Source: an optimization exercise on an open RTL-to-GDS flow (aim: small area and a short achievable clock period). Production flows keep margins and buffers that such runs may drop.
Only simulation tests tie the RTL to the original design; equivalence was not proved.
Power is estimated from default activity; no workload was simulated.

==> design.v <==
package simple_bus_pkg;
  typedef enum logic [1:0] {
    MODE_READ     = 2'b00,
    MODE_WRITE    = 2'b01,
    MODE_RD_BURST = 2'b10,
    MODE_WR_BURST = 2'b11
  } bus_mode_e;
  typedef enum logic [1:0] {
    IDLE,
    GRANT,
    WAIT,
    BEAT
  } slave_state_e;
  function automatic logic is_burst(input logic [1:0] mode);
    is_burst = mode[1];
  endfunction
  function automatic logic is_write(input logic [1:0] mode);
    is_write = mode[0];
  endfunction
endpackage
module simple_bus_mem_rd3 (
  input  logic [2:0] d,
  input  logic [2:0] s,
  output logic       y_n
);
  assign y_n = !((d[0] && s[0]) || (d[1] && s[1]) || (d[2] && s[2]));
endmodule
module simple_bus_mem_nand2 (
  input  logic [1:0] a,
  output logic       y
);
  assign y = !(&a);
endmodule
module simple_bus_mem_nor2 (
  input  logic [1:0] a,
  output logic       y
);
  assign y = !(|a);
endmodule
module simple_bus_mem_nand4 (
  input  logic [3:0] a,
  output logic       y
);
  assign y = !(&a);
endmodule
module simple_bus_mem_array #(
  parameter int N = 192
) (
  input  logic [N-1:0] d,
  input  logic [N-1:0] sel,
  output logic [1:0]   y_n
);
  localparam int N1 = N / 3;    
  localparam int N2 = N1 / 4;   
  localparam int N3 = N2 / 2;   
  localparam int N4 = N3 / 2;   
  logic [N1-1:0] l1_n;
  logic [N2-1:0] l2;
  logic [N3-1:0] l3_n;
  logic [N4-1:0] l4;
  for (genvar i = 0; i < N1; i++) begin : g_l1
    simple_bus_mem_rd3 u (.d(d[3*i +: 3]), .s(sel[3*i +: 3]), .y_n(l1_n[i]));
  end
  for (genvar i = 0; i < N2; i++) begin : g_l2
    simple_bus_mem_nand4 u (.a(l1_n[4*i +: 4]), .y(l2[i]));
  end
  for (genvar i = 0; i < N3; i++) begin : g_l3
    simple_bus_mem_nor2 u (.a(l2[2*i +: 2]), .y(l3_n[i]));
  end
  for (genvar i = 0; i < N4; i++) begin : g_l4
    simple_bus_mem_nand2 u (.a(l3_n[2*i +: 2]), .y(l4[i]));
  end
  for (genvar i = 0; i < 2; i++) begin : g_l5
    simple_bus_mem_nor2 u (.a(l4[2*i +: 2]), .y(y_n[i]));
  end
endmodule
module simple_bus_mem_slave #(
  parameter int AW          = 8,
  parameter int DW          = 16,
  parameter int DEPTH       = 192,
  parameter int WAIT_STATES = 1,
  parameter int BURST_LEN   = 4
) (
  input  logic          clk,
  input  logic          rst,
  input  logic          req,
  input  logic          start,
  input  logic [1:0]    mode,
  input  logic [AW-1:0] addr,
  input  logic [DW-1:0] wdata,
  output logic          gnt,
  output logic [DW-1:0] rdata,
  output logic          rdy,
  output logic          err
);
  localparam int NH = DEPTH / 8;
  logic [1:0]    st_q, st_d;
  logic          gnt_q, rdy_q, err_q;
  logic          wait_d;
  logic          in_grant, in_wait, in_beat, last, load;
  logic          write_q;
  logic [1:0]    left_q;
  logic [AW-1:0] addr_q;
  logic          oor_q, goor, boor;
  logic [NH-1:0] hi_q, ghi, bhi;
  logic [7:0]    lo_q, glo, blo;
  logic          at_top, at_end;
  logic [DEPTH-1:0][DW-1:0] mem;
  logic [DEPTH-1:0] sel;
  logic          wen;
  logic [DW-1:0] mem_rdata;
  logic [DW-1:0] rd_q;
  localparam logic [1:0] S_IDLE = 2'd0, S_GRANT = 2'd1, S_WAIT = 2'd2, S_BEAT = 2'd3;
  assign in_grant = (st_q == S_GRANT);
  assign in_wait  = (st_q == S_WAIT);
  assign in_beat  = (st_q == S_BEAT);
  assign last     = (left_q == 2'd0);
  always_comb begin
    st_d = st_q;
    unique case (st_q)
      S_IDLE:  if (req) st_d = S_GRANT;
      S_GRANT: if (start) st_d = S_WAIT; else if (!req) st_d = S_IDLE;
      S_WAIT:  st_d = S_BEAT;
      S_BEAT:  st_d = !last ? S_WAIT : req ? S_GRANT : S_IDLE;
      default: st_d = S_IDLE;
    endcase
  end
  assign wait_d = (st_d == S_WAIT);
  always_ff @(posedge clk or posedge rst) begin
    if (rst) begin
      st_q   <= S_IDLE;
      gnt_q  <= 1'b0;
      rdy_q  <= 1'b0;
      err_q  <= 1'b0;
    end else begin
      st_q   <= st_d;
      gnt_q  <= (st_d != S_IDLE);
      rdy_q  <= in_wait;
      err_q  <= in_wait && oor_q;
    end
  end
  assign load = wait_d;
  assign goor = (addr[7:6] == 2'b11);
  for (genvar i = 0; i < NH; i++) begin : g_ghi
    assign ghi[i] = (addr[7:3] == 5'(i));
  end
  for (genvar i = 0; i < 8; i++) begin : g_glo
    assign glo[i] = (addr[2:0] == 3'(i));
  end
  assign at_top = (addr_q == 8'd191);
  assign at_end = (addr_q == 8'd255);
  always_comb begin
    if (at_end) begin
      boor = 1'b0;
      bhi  = NH'(1);
      blo  = 8'd1;
    end else begin
      boor = oor_q || at_top;
      bhi  = lo_q[7] ? {hi_q[NH-2:0], 1'b0} : hi_q;
      blo  = {lo_q[6:0], lo_q[7]};
    end
  end
  always_ff @(posedge clk) begin
    if (in_grant && start) begin
      write_q <= mode[0];
      left_q  <= mode[1] ? 2'd3 : 2'd0;
    end else if (in_beat) begin
      left_q  <= left_q - 2'd1;
    end
    if (load) begin
      addr_q <= in_grant ? addr : addr_q + AW'(1);
      oor_q  <= in_grant ? goor : boor;
      hi_q   <= in_grant ? ghi : bhi;
      lo_q   <= in_grant ? glo : blo;
    end
  end
  for (genvar i = 0; i < DEPTH; i++) begin : g_sel
    assign sel[i] = hi_q[i/8] && lo_q[i%8];
  end
  assign wen = in_beat && write_q;
  for (genvar i = 0; i < DEPTH; i++) begin : g_word
    always_ff @(posedge clk) begin
      if (wen && sel[i]) mem[i] <= wdata;
    end
  end
  for (genvar b = 0; b < DW; b++) begin : g_rd
    logic [DEPTH-1:0] col;
    for (genvar i = 0; i < DEPTH; i++) begin : g_col
      assign col[i] = mem[i][b];
    end
    logic [1:0] half_n;
    simple_bus_mem_array #(.N(DEPTH)) u_rd (.d(col), .sel(sel), .y_n(half_n));
    simple_bus_mem_nand2 u_out (.a(half_n), .y(mem_rdata[b]));
  end
  always_ff @(posedge clk) rd_q <= mem_rdata;
  assign gnt   = gnt_q;
  assign rdy   = rdy_q;
  assign err   = err_q;
  assign rdata = rd_q;
endmodule
==> run.sh <==
#!/bin/bash
# synth_recipe.tcl (not shown) runs the flow's synth.tcl, then flattens the netlist and writes it again
# the make line also repeats each setting of config.mk as NAME=value (left out here)
make -C /OpenROAD-flow-scripts/flow DESIGN_CONFIG=/design/flow/config.mk WORK_HOME=/design/flow/orfs CLKGATE_MAP_FILE= SYNTH_SCRIPT=/design/flow/synth_recipe.tcl finish
==> config.mk <==
export PLATFORM = sky130hd
export DESIGN_NAME = simple_bus_mem_slave
export DESIGN_NICKNAME = simple_bus_mem_slave
export VERILOG_FILES = /design/flow/design.v
export SDC_FILE = /design/flow/constraint.sdc
export NUM_CORES = 4
export LEC_CHECK = 0
export CAP_MARGIN = 20
export CELL_PAD_IN_SITES_DETAIL_PLACEMENT = 1
export CORE_MARGIN = 2
export CORE_UTILIZATION = 40
export CTS_CLUSTER_DIAMETER = 80
export CTS_CLUSTER_SIZE = 30
export PLACE_DENSITY = 0.45
export SETUP_SLACK_MARGIN = 3.0
export SLEW_MARGIN = 20
export SYNTH_HIERARCHICAL = 1
==> constraint.sdc <==
create_clock -name core_clock -period 5.5 [get_ports {clk}]
set_input_delay 1.1000 -clock core_clock [delete_from_list [all_inputs] [get_ports {clk}]]
set_output_delay 1.1000 -clock core_clock [all_outputs]
set_load 0.01 [all_outputs]
==> results_dict.tcl, run 1 <==
set metrics [dict create \
    cts_root_buffer "sky130_fd_sc_hd__clkbuf_16" \
    ys_async_sr_fraction_pct 0.159 \
    global_route.overflow_total 0 \
    groute.usage.overall_pct 24.5 \
    clock_tree.buffer_depth 4 \
    preCtsSetupSlack_ns 1.42 \
    cts_tree "yes" \
    num-nets-final 5679 \
    finalCritPeriodShare_pct 56.6 \
    routed_via_count 59900 \
    static-leakage-power_uw 0.0380 \
    remaining_drc_errors 0 \
    area_delta_synth_final_pct 12.8 \
    antenna_violating_nets_post_route 0 \
    worst-endpoint-arrival_ns 3.89 \
    critical_path.endpoint_type "flip-flop" \
    status "no timing/DRC/antenna violations" \
    worst-r2r-cell-count 11 \
    r2r_slack_ns 2.39 \
    core_area_um2 274000 \
    ioPinCount 49 \
    final-setup-viol-count 0 \
    worstPathRequired_ns 6.27 \
    mean_area_per_synthesized_cell_um2 21.0 \
    reg2reg_launch_point "lo_q[5]" \
    cp-start-kind "flip-flop" \
    total_of_buffers_placed_on_input_and_output_ports 48 \
    synth_largest_area_cell "sky130_fd_sc_hd__edfxtp_1" \
    finish.utilization_pct 45.4 \
    tightest_slew_ns 1.20 \
    critPathMaxFanout 5 \
    power_density_nw_per_um2 514 \
    clock-sinks 3137 \
    synth.area.top_cells "sky130_fd_sc_hd__edfxtp_1 85%, sky130_fd_sc_hd__a222oi_1 9.3%, sky130_fd_sc_hd__nand4_1 1.5%, sky130_fd_sc_hd__and3_1 1.1%, sky130_fd_sc_hd__and2_1 1.1%" \
    top_cell_types_by_occurrence_after_synthesis "3116 x sky130_fd_sc_hd__edfxtp_1, 1024 x sky130_fd_sc_hd__a222oi_1, 257 x sky130_fd_sc_hd__nand4_1" \
    yosys_warnings 7 \
    maxClockFrequency_mhz 321 \
    detail_route.vias_per_cell 6.34 \
    fin_worst_skew_ns 0.0661 \
    rows 192 \
    flops_latches_synth 3137 \
    worstSetupPathType "reg -> reg" \
    regToRegEndpoint "rd_q[0]" \
    detailed_place.area_um2 116000 \
    synth_seq_area_share_pct 85.1 \
    final_design_area_no_fill_um2 125000 \
    cts_made_buffers 154 \
    dpl.cell_count 8984 \
    first_pass_iteration_count_of_the_detailed_router 14 \
    hold_viol_final 0 \
    min_path_type "in -> async" \
    number_of_synthesized_flops_with_an_enable_pin 3116 \
    floorplan.die_area_um2 280000 \
    detail_route.iter0.violations 10400 \
    finish.cell_count_without_fillers 9450 \
    grt_start_max_net_pins 110 \
    synth_most_common_cell "sky130_fd_sc_hd__edfxtp_1" \
    finalCriticalPeriod_ns 3.11 \
    postSynthCellCount 5261 \
    post_synth_instance_area_um2 110000 \
    routedWlPerCell_um 37.1 \
    grt_first_pass_wirelength_um 486000 \
    die_width_um 529 \
    tns_ns 0 \
    timing.final.max_slew_violations 0 \
    antenna_found_initial 30 \
    synth_ff_type "sky130_fd_sc_hd__edfxtp_1" \
    initial_core_util_pct 40.3 \
    vdd_ir_drop_max_v 0.000306 \
    clock_insertion_delay_worst_skew_ns 0.88 \
    post-synth-top-area-fraction_pct 84.7 \
    die_height_um 529 \
    synth_cell_type_count 42 \
    final_critical_path_setup_slack_ns 2.39 \
    fillCellCount 24900 \
    htree_num_levels 4 \
    via_count_of_the_first_global_routing_pass 60000 \
    synthesized_netlist_net_count 5293 \
    maxSlewHeadroom_pct 20.2 \
    layout-drive-gt1-share_pct 18.0 \
    clk_transition_reported_paths_ns 0.11 \
    wl_um 350000 \
    grt_setup_unrepaired "true" \
    place.detailed.hpwl_um 203000 \
    max_cap_violations 0 \
    gp_congestion 0.797 \
]
## cell type report
class / count / area (um^2) / share of cell area (%)
clock inverters: 88 / 1070 / 0.862
well taps: 3686 / 4610 / 3.70
diodes: 16 / 40.0 / 0.0321
flip-flops and latches: 3137 / 94100 / 75.5
repair buffers: 313 / 3480 / 2.80
clock buffers: 169 / 3950 / 3.17
multi-input cells: 2033 / 17300 / 13.9
inverters: 8 / 30.0 / 0.0241
## worst max path at each step
stage / from / endpoint / slack [ns] / cells after the start
after floorplan: start / hi_q[0] / 3.01 / 3
after global placement: lo_q[7] / rd_q[1] / 1.42 / 8
after detailed placement: lo_q[7] / rd_q[1] / 1.42 / 8
after CTS: lo_q[3] / rd_q[15] / 2.35 / 10
after global routing: lo_q[5] / rd_q[3] / 2.36 / 11
final: lo_q[5] / rd_q[0] / 2.39 / 11
## critical path, stage by stage, from the launching register on
cell and delay (ns):
sky130_fd_sc_hd__edfxtp_1 0.42, sky130_fd_sc_hd__buf_6 0.15, sky130_fd_sc_hd__buf_6 0.12, sky130_fd_sc_hd__buf_12 0.14, sky130_fd_sc_hd__and2_4 0.17, sky130_fd_sc_hd__buf_6 0.14
sky130_fd_sc_hd__a222oi_1 0.74, sky130_fd_sc_hd__nand4_1 0.44, sky130_fd_sc_hd__nor2_1 0.23, sky130_fd_sc_hd__nand2_2 0.17, sky130_fd_sc_hd__nor2_4 0.18, sky130_fd_sc_hd__nand2_1 0.07
## report_power, final
part | total [uW] | internal, uW | switching, uW
Sequential | 30200 | 29400 | 789
Combinational | 20000 | 5920 | 14100
Clock | 13800 | 5810 | 8030
Total | 64100 | 41200 | 22900
## sequential cells by signal, indices dropped and copies added, names as in the netlist
register	cells
st_q	2
left_q	2
rd_q	16
oor_q	1
hi_q	24
gnt_q	1
addr_q	8
err_q	1
rdy_q	1
lo_q	8
mem	3072
write_q	1
## layer usage
metal	part of all wire [%]	track usage, %	wire, um	up-vias
met3	5.9	2.45	20800	299
met5	0	0	0	-
li1	-	-	-	24800
met4	2.4	5.39	8390	0
met1	42	35.0	149000	32500
met2	49	40.8	172000	2262
## cell usage in the layout, fill, tap and decap left out, drive strengths merged, types with 6 or more instances in the layout
cell type | Yosys | layout
edfxtp | 3116 | 3116
a222oi | 1024 | 1024
buf | 28 | 278
nand4 | 257 | 257
and2 | 194 | 202
and3 | 195 | 197
clkbuf | 67 | 182
nor2 | 167 | 167
nand2 | 94 | 94
inv | 8 | 45
clkinv | 0 | 35
o2bb2ai | 17 | 17
diode | 0 | 16
dfxtp | 16 | 16
clkdlybuf4s50 | 0 | 13
nand3 | 11 | 11
a22o | 10 | 10
clkinvlp | 0 | 10
o21ai | 10 | 10
bufbuf | 0 | 8
bufinv | 0 | 6
a21oi | 6 | 6
a31oi | 5 | 6
## cells by family (layout without fill, tap and decap cells)
group | count (synthesis) | count (layout) | synth area share [%]
AND/OR/NAND/NOR | 938 | 948 | 4.73
buffers and inverters | 103 | 578 | 0.460
adder cells (fa/ha/maj) | 2 | 2 | 0.0227
XOR/XNOR | 3 | 3 | 0.0238
flip-flops | 3137 | 3137 | 85.1
other | 0 | 16 | 0
AO/OA/AOI/OAI | 1078 | 1080 | 9.65
## modules after synthesis (local to each module, per instance), a selection
module	cell area, um^2	times used
simple_bus_mem_nand2	3.75	80
simple_bus_mem_nand4	6.26	256
simple_bus_mem_nor2	3.75	160
simple_bus_mem_rd3	10.0	1024
simple_bus_mem_slave	97700	1
## timing repair
action | 4_1_cts | 5_1_grt
setup buffers | 137 | 33
hold buffers | 0 | 0
setup endpoints to repair | 3134 | 251
cloned | 20 | 3
pin swaps | 258 | 129
gates resized for setup | 694 | 92
## metrics by stage
stage	hold WS, ns	power, uW
after detailed placement	0.598	47800
after global routing	0.426	66200
after CTS	0.372	64000
final	0.422	64100
after global placement	0.570	47700
after floorplan	0.447	39000
==> inputs of run 2 (changes only) <==
--- a/design.v
+++ b/design.v
@@ -106,2 +106,5 @@
   logic [7:0]    lo_q, glo, blo;
+  logic [NH-1:0] hr_q;
+  logic [7:0]    lr_q;
+  logic [DEPTH-1:0] rsel;
   logic          at_top, at_end;
@@ -176,4 +179,9 @@
   end
+  always_ff @(posedge clk) begin
+    hr_q <= load ? (in_grant ? ghi : bhi) : '0;
+    lr_q <= load ? (in_grant ? glo : blo) : '0;
+  end
   for (genvar i = 0; i < DEPTH; i++) begin : g_sel
-    assign sel[i] = hi_q[i/8] && lo_q[i%8];
+    assign sel[i]  = hi_q[i/8] && lo_q[i%8];
+    assign rsel[i] = hr_q[i/8] && lr_q[i%8];
   end
@@ -191,3 +199,3 @@
     logic [1:0] half_n;
-    simple_bus_mem_array #(.N(DEPTH)) u_rd (.d(col), .sel(sel), .y_n(half_n));
+    simple_bus_mem_array #(.N(DEPTH)) u_rd (.d(col), .sel(rsel), .y_n(half_n));
     simple_bus_mem_nand2 u_out (.a(half_n), .y(mem_rdata[b]));
--- a/config.mk
+++ b/config.mk
@@ -17 +17,2 @@
 export SYNTH_HIERARCHICAL = 1
+export TNS_END_PERCENT = 5
==> run 2 against run 1 <==
Still clean on timing, DRC and antenna. Global-route usage rose by 0.13 points. Combinational power fell by 31%. Sequential power rose by 3%. Area after synthesis rose by 1.3%. Count of clock-buffer cells in the layout rose by 4. Non-clock buffer count fell by 68. Routed wire length rose by 2.4%. Critical endpoint is now rd_q[9].
==> results_dict.tcl, run 2 <==
set metrics [dict create \
    synth_largest_area_cell "sky130_fd_sc_hd__edfxtp_1" \
    cp_num_buf_inv 1 \
    remaining_drc_errors 0 \
    crit_start "lr_q[0]" \
    total_of_buffers_placed_on_input_and_output_ports 48 \
    cts_made_buffers 156 \
    tightest_slew_ns 1.10 \
    routed_via_count 60700 \
    crit_path_frequent_cell "sky130_fd_sc_hd__nor2_4" \
    layout-drive-gt1-share_pct 15.7 \
    timing.final.max_slew_violations 0 \
    tns_ns 0 \
    flops_latches_synth 3169 \
    num-nets-final 5742 \
    hold_viol_final 0 \
    clock_insertion_delay_worst_skew_ns 0.89 \
    worstPathCellList "buf_6, and2_4, a222oi_1, nand4_1, nor2_4, nand2_4, nor2_4, nand2_1" \
    fillCellCount 25400 \
    critical-path-slowest-cell "sky130_fd_sc_hd__a222oi_1" \
    ioPinCount 49 \
    floorplan.die_area_um2 284000 \
    maxSlewHeadroom_pct 26.5 \
    top_cell_types_by_occurrence_after_synthesis "3116 x sky130_fd_sc_hd__edfxtp_1, 1024 x sky130_fd_sc_hd__a222oi_1, 259 x sky130_fd_sc_hd__nand4_1" \
    grt_first_pass_wirelength_um 494000 \
    detailed_place.area_um2 118000 \
    ys_async_sr_fraction_pct 0.158 \
    r2r_slack_ns 2.51 \
    reg2reg_launch_point "lr_q[0]" \
    post_synth_instance_area_um2 112000 \
    groute.usage.overall_pct 24.7 \
    worstPathRequired_ns 6.27 \
    global_route.overflow_total 0 \
    crit_path_end "rd_q[9]" \
    post-synth-top-area-fraction_pct 83.6 \
    worstSetupPathType "reg -> reg" \
    static-leakage-power_uw 0.0388 \
    final-setup-viol-count 0 \
    power_density_nw_per_um2 471 \
    antenna_found_initial 26 \
    die_width_um 533 \
    rows 194 \
    critPathMaxFanout 16 \
    worst-r2r-cell-count 8 \
    first_pass_iteration_count_of_the_detailed_router 14 \
    most-common-layout-cells "3116 x sky130_fd_sc_hd__edfxtp_1, 1024 x sky130_fd_sc_hd__a222oi_1, 259 x sky130_fd_sc_hd__nand4_1" \
    worst-endpoint-arrival_ns 3.76 \
    grt_setup_unrepaired "true" \
    layout_commonest_cell "sky130_fd_sc_hd__edfxtp_1" \
    critical_path_cell_count 8 \
    status "no timing/DRC/antenna violations" \
    core_area_um2 279000 \
    gp_congestion 0.807 \
    clk_transition_reported_paths_ns 0.11 \
    yosys_warnings 7 \
    number_of_synthesized_flops_with_an_enable_pin 3116 \
    cts_root_buffer "sky130_fd_sc_hd__clkbuf_16" \
    regToRegEndpoint "rd_q[9]" \
    cp-start-kind "flip-flop" \
    max_cap_violations 0 \
    cp_top_family "simple AND/OR/NAND/NOR gates" \
    maxClockFrequency_mhz 335 \
    synth_cell_type_count 45 \
    finalCritPeriodShare_pct 54.3 \
    synth_most_common_cell "sky130_fd_sc_hd__edfxtp_1" \
    finish.utilization_pct 45.0 \
    synth_ff_type "sky130_fd_sc_hd__edfxtp_1" \
    detail_route.iter0.violations 9943 \
    grt_start_max_net_pins 127 \
    final_design_area_no_fill_um2 125000 \
    area_delta_synth_final_pct 12.1 \
    biggestRegsByFlops "mem (3072), hi_q (24), hr_q (24)" \
    mean_area_per_synthesized_cell_um2 20.8 \
    critical_path.endpoint_type "flip-flop" \
    cts_tree "yes" \
    die_height_um 533 \
    largest_register_ff_count 3072 \
    synthesized_netlist_net_count 5414 \
    clock-sinks 3169 \
    clock_tree.buffer_depth 4 \
    via_count_of_the_first_global_routing_pass 60700 \
    place.detailed.hpwl_um 215000 \
    htree_num_levels 4 \
    min_path_type "in -> async" \
    synth.area.top_cells "sky130_fd_sc_hd__edfxtp_1 84%, sky130_fd_sc_hd__a222oi_1 9.2%, sky130_fd_sc_hd__nand4_1 1.4%, sky130_fd_sc_hd__and2_1 1.1%, sky130_fd_sc_hd__and3_1 1.1%" \
    fin_worst_skew_ns 0.0905 \
    postSynthCellCount 5382 \
    synth_seq_area_share_pct 84.6 \
    largest-register "mem" \
    vdd_ir_drop_max_v 0.000321 \
    routedWlPerCell_um 37.6 \
    initial_core_util_pct 40.1 \
    finalCriticalPeriod_ns 2.99 \
    antenna_violating_nets_post_route 0 \
    critPathMaxStageDelay_ns 0.64 \
    wl_um 359000 \
    detail_route.vias_per_cell 6.36 \
]
==> run 2: report_power, final <==
group	switching (uW)	internal [uW]
Sequential	1580	29400
Clock	8130	6030
Combinational	10500	3390
==> run 2: cells by family (layout without fill, tap and decap cells) <==
logic type	count (synthesis)	count (layout)	share of synthesized area, %
adder cells (fa/ha/maj)	2	2	0.0224
flip-flops	3169	3169	84.6
multiplexers	24	24	0.242
other	0	10	0
AO/OA/AOI/OAI	1106	1106	9.82
XOR/XNOR	3	3	0.0235
buffers and inverters	92	522	0.388
AND/OR/NAND/NOR	986	993	4.90
==> run 2: worst min path at each step <==
stage	start	slack, ns	end
floorplan	oor_q	0.45	err_q
global placement	left_q[0]	0.56	left_q[0]
detailed placement	left_q[0]	0.58	left_q[0]
CTS	rst	0.36	gnt_q
global route	rst	0.40	err_q
finish	rst	0.42	err_q
==> run 2: what timing repair did <==
item	4_1_cts	5_1_grt
endpoints found under the setup margin	3112	2656
buffers inserted	66	32
hold buffers	0	0
pin swaps	186	130
resized for setup	521	184
cloned	8	3
==> run 2: per-module statistics from Yosys, one instance, submodules excluded, a selection <==
module	times used	cells
simple_bus_mem_rd3	1024	1
simple_bus_mem_nor2	160	1
simple_bus_mem_nand4	256	1
simple_bus_mem_slave	1	3862
simple_bus_mem_nand2	80	1
==> run 2: area by class of cell <==
cell class	instances	area, um^2	share of cell area, %
flip-flops and latches	3169	94700	75.6
inverters	10	37.5	0.0299
diodes	10	25.0	0.0200
multi-input cells	2128	18100	14.4
clock inverters	94	1140	0.912
well taps	3724	4660	3.72
repair buffers	245	2620	2.09
clock buffers	173	4070	3.25
==> run 2: metal layers <==
layer / vias to the layer above / wire length, um / global-route usage, %
met1: 32800 / 148000 / 34.4
met4: 0 / 11600 / 7.18
li1: 25200 / - / -
met2: 2382 / 173000 / 40.1
met5: - / 0 / 0
met3: 358 / 26400 / 3.75
==> run 2: stage by stage <==
step / hold WS (ns) / setup WS, ns / std cells / power, uW
floorplan: 0.447 / 2.97 / 5382 / 35300
global placement: 0.560 / 1.02 / 9164 / 43100
detailed placement: 0.583 / 1.06 / 9167 / 43300
CTS: 0.360 / 2.49 / 9508 / 58800
global route: 0.400 / 2.56 / 9550 / 60700
finish: 0.417 / 2.51 / 9553 / 59000

-- static timing again, ports no longer ideal --
No port has a modelled driver above. Below, the same layouts with a new extraction and two added sets of constraints. Step 1 (the two cells are an assumption about what drives the block):
set clk [get_ports {clk}]
set_driving_cell -lib_cell sky130_fd_sc_hd__clkbuf_16 $clk
set_driving_cell -lib_cell sky130_fd_sc_hd__buf_2 [delete_from_list [all_inputs] $clk]
Step 2 times the ports against the registers' clock, not the clock port: input delays grow and output delays shrink by t, the midpoint of the rising clock arrivals with the driver on. a / b / c = no drivers / after step 1 / after step 2; a / b = the first two.
| run | t, ns | setup WS [ns] | hold slack, ns | worst setup path at the end | slew at the worst register clock pin (ns) |
|---|---|---|---|---|---|
| run 1 | 0.952 | 2.386 / 2.386 / 2.234 | 0.422 / 0.344 / 0.613 | input to register | 0.12 / 0.12 |
| run 2 | 0.956 | 2.515 / 2.515 / 1.857 | 0.417 / 0.340 / 0.600 | input to register | 0.12 / 0.12 |
After both steps setup and hold are still met in every run listed. The setup slack of run 2, which loses most, moves by 0.000 ns with the drivers and by -0.658 ns with both steps.
